Context: an optimization exercise on an open-source flow, tuned for small area, a short achievable clock period and few clock cycles per item. The choices shown serve that exercise and are no tape-out recipe. In this exercise RTL edits were held to simulation tests only and were not proved equivalent to the original. Power is estimated from default activity; no workload was simulated.

==> design/flow/design.v <==
package srr_pkg;
  localparam int SRR_WINDOW_DEPTH = 16;
  localparam int SRR_MAX_PAYLOAD  = 1024;
  localparam int SEQ_W = 16;
  localparam int LEN_W = 11;
  localparam int REF_W = 32;
  typedef enum logic [1:0] {
    KIND_ACK     = 2'd0,
    KIND_DUP     = 2'd1,
    KIND_DELIVER = 2'd2
  } kind_t;
  typedef enum logic [1:0] {
    ALU_SUB = 2'd0,
    ALU_INC = 2'd1,
    ALU_DEC = 2'd2
  } alu_op_t;
  typedef enum logic [2:0] {
    ST_IDLE,
    ST_AHEAD,
    ST_BEHIND,
    ST_CLASS,
    ST_OLD,
    ST_READ,
    ST_DELIVER
  } state_t;
  typedef struct packed {
    logic             last;
    logic [LEN_W-1:0] length;
    logic [REF_W-1:0] pref;
  } slot_entry_t;
endpackage
module srr_alu (
  input  logic [15:0] seq,
  input  logic [15:0] exp_n,
  output logic        win,
  output logic        beh,
  output logic        head
);
  logic        brw;
  logic [11:0] s_hi, e_hi, s_hi_p1, e_hi_p1;
  logic        eq0, eqp, eqm;
  assign s_hi    = seq[15:4];
  assign e_hi    = exp_n[15:4];
  assign s_hi_p1 = s_hi + 12'd1;
  assign e_hi_p1 = e_hi + 12'd1;
  assign brw     = seq[3:0] < exp_n[3:0];
  assign eq0     = (s_hi == e_hi);
  assign eqp     = (s_hi == e_hi_p1);
  assign eqm     = (s_hi_p1 == e_hi);
  assign win     = brw ? eqp : eq0;
  assign beh     = brw ? eq0 : eqm;
  assign head    = eq0 && (seq[3:0] == exp_n[3:0]);
endmodule
module srr_slot_store (
  input  logic        clk,
  input  logic        rst_n,
  input  logic        wr_en,
  input  logic [3:0]  wr_idx,
  input  logic [43:0] wr_data,
  input  logic        clr_en,
  input  logic [3:0]  rd_idx,
  output logic [43:0] rd_data,
  output logic [15:0] valid
);
  logic [43:0] mem [16];
  always_ff @(posedge clk) begin
    if (!rst_n) begin
      valid <= '0;
    end else begin
      if (wr_en)  valid[wr_idx] <= 1'b1;
      if (clr_en) valid[rd_idx] <= 1'b0;
    end
  end
  always_ff @(posedge clk) begin
    if (wr_en) mem[wr_idx] <= wr_data;
  end
  assign rd_data = mem[rd_idx];
endmodule
module selective_repeat_receiver_core #(
  parameter int WINDOW_DEPTH = srr_pkg::SRR_WINDOW_DEPTH
) (
  input  logic                      clk,
  input  logic                      rst_n,
  input  logic                      in_valid,
  output logic                      in_ready,
  input  logic [15:0]               in_seq_num,
  input  logic                      in_last_flag,
  input  logic [10:0]               in_payload_length,
  input  logic [31:0]               in_payload_ref,
  output logic                      out_valid,
  input  logic                      out_ready,
  output logic [1:0]                out_kind,
  output logic [15:0]               out_ack_num,
  output logic                      out_last,
  output logic [10:0]               out_length,
  output logic [31:0]               out_ref,
  output logic                      out_end_of_run,
  output logic                      out_transfer_done
);
  logic        dv_r;
  logic [15:0] seq_r;
  logic        last_r;
  logic [10:0] len_r;
  logic [31:0] ref_r;
  logic [15:0] exp_r;
  logic        done_r;
  logic        drain_r;
  logic        ov_r;
  logic [1:0]  kind_r;
  logic [15:0] num_r;
  logic        olast_r;
  logic [10:0] olen_r;
  logic [31:0] oref_r;
  logic        oend_r;
  logic        odone_r;
  logic        out_free, take, step_cls, step_dlv, store;
  logic        win, beh, head;
  logic [15:0] valid;
  logic [43:0] rd_data;
  logic        rd_last;
  logic [3:0]  exp_nx;
  logic        more;
  logic [15:0] exp_m1;
  logic [10:0] len_c;
  srr_alu u_cls (
    .seq   (seq_r),
    .exp_n (exp_r),
    .win   (win),
    .beh   (beh),
    .head  (head)
  );
  assign out_free = !ov_r || out_ready;
  assign step_dlv = out_free && drain_r;
  assign step_cls = out_free && !drain_r && dv_r;
  assign store    = !done_r && win && !valid[seq_r[3:0]];
  assign in_ready = !dv_r || (out_free && !drain_r);
  assign take     = in_valid && in_ready;
  srr_slot_store u_store (
    .clk     (clk),
    .rst_n   (rst_n),
    .wr_en   (step_cls && store),
    .wr_idx  (seq_r[3:0]),
    .wr_data ({last_r, len_r, ref_r}),
    .clr_en  (step_dlv),
    .rd_idx  (exp_r[3:0]),
    .rd_data (rd_data),
    .valid   (valid)
  );
  assign rd_last = rd_data[43];
  assign exp_nx  = exp_r[3:0] + 4'd1;
  assign more    = !rd_last && valid[exp_nx];
  assign exp_m1  = (exp_r == 16'd0) ? 16'd0 : exp_r - 16'd1;
  assign len_c   = (in_payload_length[10] && (in_payload_length[9:0] != 10'd0))
                   ? 11'd1024 : in_payload_length;
  always_ff @(posedge clk) begin
    if (!rst_n) begin
      dv_r    <= 1'b0;
      exp_r   <= '0;
      done_r  <= 1'b0;
      drain_r <= 1'b0;
      ov_r    <= 1'b0;
    end else begin
      if (take)          dv_r <= 1'b1;
      else if (step_cls) dv_r <= 1'b0;
      if (step_dlv) begin
        exp_r   <= exp_r + 16'd1;
        done_r  <= done_r || rd_last;
        drain_r <= more;
      end else if (step_cls) begin
        drain_r <= store && head;
      end
      if (step_dlv || step_cls) ov_r <= 1'b1;
      else if (out_ready)       ov_r <= 1'b0;
    end
  end
  always_ff @(posedge clk) begin
    if (take) begin
      seq_r  <= in_seq_num;
      last_r <= in_last_flag;
      len_r  <= len_c;
      ref_r  <= in_payload_ref;
    end
  end
  always_ff @(posedge clk) begin
    if (step_dlv) begin
      kind_r  <= srr_pkg::KIND_DELIVER;
      num_r   <= exp_r;
      olast_r <= rd_last;
      olen_r  <= rd_data[42:32];
      oref_r  <= rd_data[31:0];
      oend_r  <= !more;
      odone_r <= done_r || rd_last;
    end else if (step_cls) begin
      kind_r  <= store ? srr_pkg::KIND_ACK : srr_pkg::KIND_DUP;
      num_r   <= (done_r || win || beh) ? seq_r : exp_m1;
      olast_r <= last_r;
      olen_r  <= '0;
      oref_r  <= '0;
      oend_r  <= !(store && head);
      odone_r <= done_r;
    end
  end
  assign out_valid         = ov_r;
  assign out_kind          = kind_r;
  assign out_ack_num       = num_r;
  assign out_last          = olast_r;
  assign out_length        = olen_r;
  assign out_ref           = oref_r;
  assign out_end_of_run    = oend_r;
  assign out_transfer_done = odone_r;
endmodule
==> design/flow/run.sh <==
#!/bin/bash
# synth_recipe.tcl (not shown) runs the flow's synth.tcl, then flattens the netlist and writes it again
# the make line also repeats each setting of config.mk as NAME=value (left out here)
make -C /OpenROAD-flow-scripts/flow DESIGN_CONFIG=/design/flow/config.mk WORK_HOME=/design/flow/orfs CLKGATE_MAP_FILE= SYNTH_SCRIPT=/design/flow/synth_recipe.tcl finish
==> design/flow/config.mk <==
export PLATFORM = sky130hd
export DESIGN_NAME = selective_repeat_receiver_core
export DESIGN_NICKNAME = selective_repeat_receiver_core
export VERILOG_FILES = /design/flow/design.v
export SDC_FILE = /design/flow/constraint.sdc
export NUM_CORES = 4
export LEC_CHECK = 0
export CAP_MARGIN = 20
export CORE_MARGIN = 2
export CORE_UTILIZATION = 40
export SLEW_MARGIN = 20
==> design/flow/constraint.sdc <==
create_clock -name core_clock -period 5.0 [get_ports {clk}]
set_input_delay 1.0000 -clock core_clock [delete_from_list [all_inputs] [get_ports {clk}]]
set_output_delay 1.0000 -clock core_clock [all_outputs]
set_load 0.01 [all_outputs]
==> results.json <==
{
  "ant_nets": 0,
  "min-delay-start": "u_store.valid[12]",
  "ys_warn_count": 2,
  "setup_viol": 0,
  "grt.overflow.total": 0,
  "gp_congestion": 0.902,
  "drive_gt1_share_pct": 22.7,
  "synth-simple-area-share_pct": 4.16,
  "final-max-slew-violation-count": 0,
  "whs_endpoint": "u_store.valid[12]",
  "synthArstFlopShare_pct": 0,
  "critPathArrivalTime_ns": 4.34,
  "antenna_found_initial": 0,
  "p_per_area_nw_per_um2": 374,
  "syn_area_sq_um": 34200,
  "ctsRootBufferMaster": "clkbuf_16",
  "final_common_cell": "edfxtp_1",
  "ys_types": 64,
  "drcViolationCount": 0,
  "io_buffers": 129,
  "h-tree-depth": 3,
  "die_w_um": 297,
  "regToRegSetupSlack_ns": 1.02,
  "crit_required_ns": 5.35,
  "relSlewSlack_pct": 33.5,
  "cts_tree": "done",
  "r2r_start": "seq_r[0]",
  "cp_max_fo": 15,
  "cp-end-kind": "flop",
  "multi_input_area_sq_um": 8240,
  "synthFlopType": "edfxtp_1",
  "critPathLaunchType": "flop",
  "syn-instance-count": 1660,
  "clock-sinks": 868,
  "clockBufferDepth": 3,
  "initial_core_util_pct": 40.3,
  "ctsResizeCount": 0,
  "vdd_ir_drop_max_uv": 265,
  "fmax_ghz": 0.251,
  "syn_area_per_cell_sq_um": 20.6,
  "grt_pass1_vias": 17200,
  "synth_nets": 1743,
  "yosysSeqAreaShare_pct": 74.9,
  "cts_buffers": 91,
  "status": "no timing/DRC/antenna violations",
  "synth_compound_area_share_pct": 2.23,
  "setup_tns_ns": 0,
  "dp_cells": 2876,
  "p_leak_nw": 12.4,
  "drtIter0Drc": 1500,
  "placed_area_sq_um": 37200,
  "post_cts_buffers": 0,
  "finish.net_count": 1908,
  "synth_edf_count": 826,
  "final_hold_viol_count": 0,
  "skew_ns": 0.0477,
  "syn2layout_area_growth_pct": 17.3,
  "clk_latency_ns": 0.66,
  "fin_crit_ns": 3.98,
  "ys_ff_latch": 868,
  "cts_hold_buf": 0,
  "antenna_cells": 0,
  "layout_common_cells": "edfxtp_1, mux4_2, clkdlybuf4s50_1",
  "vias_per_cell": 5.44,
  "drt_wl_total_um": 75200,
  "design.portCount": 130,
  "grt_pass1_wl_um": 112000,
  "layout.cells.non_filler": 3045,
  "die_h_um": 297,
  "grt_max_degree": 77,
  "wl_per_cell_um": 24.7,
  "synth_top_family_by_area": "multiplexers",
  "path_clk_slew_ns": 0.06,
  "r2r_end": "u_store.mem[4][14]",
  "rsz0062_at_grt": "no",
  "finalCritPeriodShare_pct": 79.6,
  "synth_xor_area_share_pct": 1.33,
  "fillers": 6994,
  "regArea_sq_um": 25700,
  "synthMuxAreaShare_pct": 15.2,
  "final_cell_area_sq_um": 40100,
  "drtPass1Iterations": 7,
  "crit_type": "flop to flop",
  "core_area_sq_um": 85000,
  "drv_cap": 0,
  "vias": 16600,
  "hp-class": "flop to flop",
  "grt_usage_pct": 17.3,
  "hold_depth": 2,
  "synth_fa_ha_area_share_pct": 0.695,
  "row_count": 107,
  "dp_hpwl_um": 41200,
  "worst_slew_pin_slew_ns": 0.997,
  "reg2reg_depth": 7,
  "dieArea_sq_um": 87900
}
metal layers:
metal / vias to the layer above / GRT usage (%) / wire length, um / share of wire, %
met5: - / 0 / 0 / 0
met4: 0 / 4.43 / 1690 / 2.2
met3: 124 / 2.89 / 3900 / 5.2
met2: 532 / 29.0 / 37500 / 50
met1: 8732 / 23.8 / 32100 / 43
li1: 7189 / - / - / -
sequential cells by signal (all words and copies together), names as in the netlist, named ones only:
| register | flops |
|---|---|
| done_r | 1 |
| drain_r | 1 |
| dv_r | 1 |
| exp_r | 16 |
| kind_r | 2 |
| last_r | 1 |
| len_r | 11 |
| num_r | 16 |
| odone_r | 1 |
| oend_r | 1 |
| olast_r | 1 |
| olen_r | 11 |
| oref_r | 32 |
| ov_r | 1 |
| ref_r | 32 |
| seq_r | 16 |
| u_store.mem | 704 |
| u_store.valid | 16 |
through the flow:
stage	power [W]	utilization (%)	setup WS, ns	hold WS, ns
5_1_grt	0.0155	47.2	0.757	0.518
3_5_place_dp	0.00854	43.7	0.915	0.469
4_1_cts	0.0152	47.2	0.971	0.495
3_3_place_gp	0.00854	43.7	0.995	0.460
6_report	0.0150	47.2	1.02	0.492
2_1_floorplan	0.00836	-	0.488	0.445
worst max-delay path, cell delays in order, from the launching register on:
cell and delay, ns:
edfxtp_1 0.63, mux4_1 0.62, mux4_2 0.49, or2_1 0.25
a211oi_2 0.41, nand2_1 0.36, nor2_4 0.61, buf_4 0.33
where the power goes:
group | switching [W] | internal (W) | leakage (nW) | total, W
Combinational | 0.000137 | 0.000127 | 3.07 | 0.000264
Sequential | 0.000107 | 0.00802 | 7.88 | 0.00812
Clock | 0.00282 | 0.00378 | 1.43 | 0.00661
Total | 0.00307 | 0.0119 | 12.4 | 0.0150
cell usage after synthesis (3+ instances only):
cell | n | area, sq um
edfxtp_1 | 826 | 24800
mux4_2 | 227 | 5110
and2_1 | 63 | 394
clkbuf_1 | 59 | 221
nor2_1 | 51 | 191
dfxtp_1 | 42 | 841
nand2_1 | 38 | 143
o21ai_0 | 31 | 155
xnor2_1 | 29 | 254
nor3_1 | 24 | 120
xor2_1 | 21 | 184
buf_2 | 19 | 95.1
ha_1 | 19 | 238
nand3_1 | 18 | 90.1
a31oi_1 | 16 | 100
inv_1 | 15 | 56.3
nor2b_1 | 14 | 87.6
a21oi_1 | 13 | 65.1
nand4_1 | 12 | 75.1
and3_1 | 8 | 50.1
buf_1 | 8 | 30.0
nor4_1 | 8 | 50.1
nand2b_1 | 7 | 43.8
or3_1 | 7 | 43.8
a221o_1 | 5 | 50.1
o211ai_1 | 5 | 37.5
o21a_1 | 5 | 37.5
o31ai_1 | 5 | 37.5
or4_1 | 5 | 37.5
buf_6 | 4 | 45.0
mux2i_1 | 4 | 40.0
o311ai_0 | 4 | 35.0
a211o_1 | 3 | 26.3
a32oi_1 | 3 | 26.3
o2bb2ai_1 | 3 | 26.3
or2_2 | 3 | 18.8
area by class of cell:
type / instances / area share [%]
sequential: 868 / 63.9
multi-input combinational: 683 / 20.5
clock buffer: 108 / 5.89
timing repair buffer: 166 / 4.46
tap: 1144 / 3.57
clock inverter: 61 / 1.49
inverter: 15 / 0.140
worst max path at each step:
stage | slack, ns | cells past startpoint | endpoint | from
floorplan | 0.49 | 8 | u_store.mem[12][0] | seq_r[0]
CTS | 0.97 | 7 | u_store.mem[4][18] | seq_r[0]
global placement | 0.99 | 7 | u_store.mem[7][42] | seq_r[0]
detailed placement | 0.91 | 7 | u_store.mem[4][17] | seq_r[0]
global route | 0.76 | 9 | u_store.mem[4][18] | exp_r[6]
finish | 1.02 | 7 | u_store.mem[4][14] | seq_r[0]
cells by family (layout without fill, tap and decap cells):
kind of cell | count (synthesis) | count (layout)
flip-flops | 868 | 868
AND/OR/NAND/NOR | 267 | 267
AO/OA/AOI/OAI | 112 | 112
multiplexers | 234 | 234
adder cells (fa/ha/maj) | 19 | 19
XOR/XNOR | 51 | 51
buffers and inverters | 109 | 350
Testbench counts, summed over its fixed seeds: cycles 21,945, items 12,000.

afterwards: timing with drivers on the ports:
The flow's constraints put no driver on any port. The routed layout listed below was extracted and timed again, unchanged, in two steps. Step 1 assumes that a clkbuf_16 drives the clock port and a buf_2 every other input. Step 2 moves the port delays by t, midway between the first and last clock arrival at a register: inputs arrive t later, outputs are due t later. That takes back most of the time a late clock gives input paths. Three values: ideal, step 1, step 2; two values: the first two.
t (ns): 0.693
setup WS [ns]: 1.019 / 1.019 / 1.019
latest minus earliest clock arrival (ns): 0.047 / 0.048
After both steps setup and hold are still met in this run. For this run, drivers alone change the setup slack by 0.000 ns; drivers and shift together by 0.000 ns.
